This is an optimization exercise on Yosys and OpenROAD, whose aim is small area and a short achievable clock period, not a production implementation. Only simulation tests tie the RTL to the original design; equivalence was not proved. No activity file was given, so power comes from the tool's default toggle rates.

== run G ==
Design gpac_dac_tx_core, start of the top module:
module gpac_dac_tx_core #(
  parameter int unsigned ABUSWIDTH = 16,
  parameter logic [1:0]  DAC_ID    = 2'd0
) (
  input  logic                 BUS_CLK,
  input  logic                 BUS_RST_N,
  input  logic [ABUSWIDTH-1:0] BUS_ADD,
  input  logic [7:0]           BUS_DATA_IN,
  output logic [7:0]           BUS_DATA_OUT,
  input  logic                 BUS_WR,
  input  logic                 BUS_RD,
  input  logic                 DAC_TRIGGER,
  output logic [13:0]          DAC_DATA,
  output logic                 DAC_STB,
  output logic                 DAC_SYNC,
  output logic                 BUSY
);
  localparam logic [5:0]           VERSION   = 6'd1;
  localparam logic [ABUSWIDTH-1:0] REG_COUNT = ABUSWIDTH'(12);
  localparam logic [3:0] A_ID      = 4'd0;
  localparam logic [3:0] A_CMD     = 4'd1;
  localparam logic [3:0] A_CONF    = 4'd2;
  localparam logic [3:0] A_LEN     = 4'd3;
  localparam logic [3:0] A_REPEAT  = 4'd4;
  localparam logic [3:0] A_DIV     = 4'd5;
  localparam logic [3:0] A_IDLE_LO = 4'd6;
  localparam logic [3:0] A_IDLE_HI = 4'd7;
  localparam logic [3:0] A_PTR     = 4'd8;
  localparam logic [3:0] A_STAGE   = 4'd9;
  localparam logic [3:0] A_COMMIT  = 4'd10;
  localparam logic [3:0] A_LOOPS   = 4'd11;
  typedef enum logic [1:0] {S_IDLE, S_ARMED, S_PLAY} state_e;
  logic [1:0] rst_sync;
  logic       rst_n;
  always_ff @(posedge BUS_CLK or negedge BUS_RST_N) begin
    if (!BUS_RST_N) rst_sync <= '0;
    else            rst_sync <= {rst_sync[0], 1'b1};
  end
  assign rst_n = rst_sync[1];
  logic [3:0] reg_sel;
  logic       reg_hit, wr_hit, soft_rst, start_wr, commit;
  assign reg_sel  = BUS_ADD[3:0];
  assign reg_hit  = (BUS_ADD < REG_COUNT);
  assign wr_hit   = BUS_WR && reg_hit;
  assign soft_rst = BUS_WR && (BUS_ADD == '0);   
  assign start_wr = wr_hit && (reg_sel == A_CMD);
  ...
For scale: ~4300 flip-flops, roughly 150000 µm² of cells after synthesis.
==> flow/config.mk <==
export PLATFORM = sky130hd
export DESIGN_NAME = gpac_dac_tx_core
export DESIGN_NICKNAME = gpac_dac_tx_core
export VERILOG_FILES = /design/flow/design.v
export SDC_FILE = /design/flow/constraint.sdc
export NUM_CORES = 4
export LEC_CHECK = 0
export CAP_MARGIN = 20
export CORE_MARGIN = 2
export CORE_UTILIZATION = 45
export CTS_CLUSTER_DIAMETER = 80
export CTS_CLUSTER_SIZE = 20
export GPL_TIMING_DRIVEN = 1
export SETUP_SLACK_MARGIN = 3.6
export SLEW_MARGIN = 20
==> flow/constraint.sdc <==
create_clock -name core_clock -period 6.5 [get_ports {BUS_CLK}]
set_input_delay 1.3000 -clock core_clock [delete_from_list [all_inputs] [get_ports {BUS_CLK}]]
set_output_delay 1.3000 -clock core_clock [all_outputs]
set_load 0.01 [all_outputs]
standard.sh (not shown) runs the stock make flow with config.mk's settings and CLKGATE_MAP_FILE= SYNTH_SCRIPT=/design/flow/synth_recipe.tcl, a recipe that flattens the netlist after the stock synthesis.
==> flow/flow/run.sh <==
#!/bin/bash
# The standard layout (the standard.sh, standard synthesis unchanged), with two
# changes: the port buffers are buf_4 instead of the default pick (a delay cell), and
# the buffers ABC inserts during synthesis are removed at floorplan so that placement
# buffers the nets with its own sizing.
# Full make output goes to flow_make.log here; ORFS's per-step logs stay under orfs/logs/.
set -uo pipefail
bash standard.sh \
  "BUFFER_PORTS_ARGS=-buffer_cell sky130_fd_sc_hd__buf_4" \
  REMOVE_ABC_BUFFERS=1 \
  finish > flow_make.log 2>&1
status=$?
tail -40 flow_make.log
exit $status
Run G completed end to end; final checks failed (antenna rules).
Here is what was changed in the inputs of run X compared with run G.
Settings: GPL_TIMING_DRIVEN now 0, was 1.
Notes after the runs:
Run X finished all stages; however, its layout fails the closing checks, the failures being antenna rules.
Post-detailed-route via-to-cell ratio: run G vs run X, no meaningful difference
Summary of run X over run G: routed wire length fell by 1.8%; share of total power in the clock network stayed essentially flat; peak per-stage delay on the critical path fell by 0.03 ns.
Run G → run X: period utilization picked up an extra 1.3 points; final design instance area without fill picked up an extra 3400 µm²; switching part of the total neither gained nor lost much; slew at the pin closest to its max-slew limit picked up an extra 0.062 ns.
The worst setup path endpoint comes out grp_q[5][0] in one run and grp_q[11][7] in the other, namely in run X and run G respectively.

re-timing with driven ports:
No port has a modelled driver above. Below, the same layouts with a new extraction and two added sets of constraints. Step 1 sets driving cells, clkbuf_16 on the clock port and buf_2 on the other inputs (assumed; they add their load-dependent delay and slew). Step 2 adds t to the input delays and takes it off the output delays; t is the mean of the earliest and latest rising clock arrival at the registers after step 1. Input paths then give back, and output paths get back, about the clock's delay inside the block. a / b / c = no drivers / after step 1 / after step 2; a / b = the first two.
| run | t, ns | setup WS [ns] | clock arrival spread, ns | worst slew at a driven data input, ns | cell pins on the clock port's net |
|---|---|---|---|---|---|
| run G | 1.074 | 3.499 / 3.499 / 2.537 | 0.073 / 0.074 | 0.05 | 1 |
| run X | 1.078 | 3.417 / 3.417 / 2.502 | 0.076 / 0.076 | 0.06 | 1 |
For run G, which loses most, drivers alone change the setup slack by 0.000 ns; drivers and shift together by -0.962 ns.
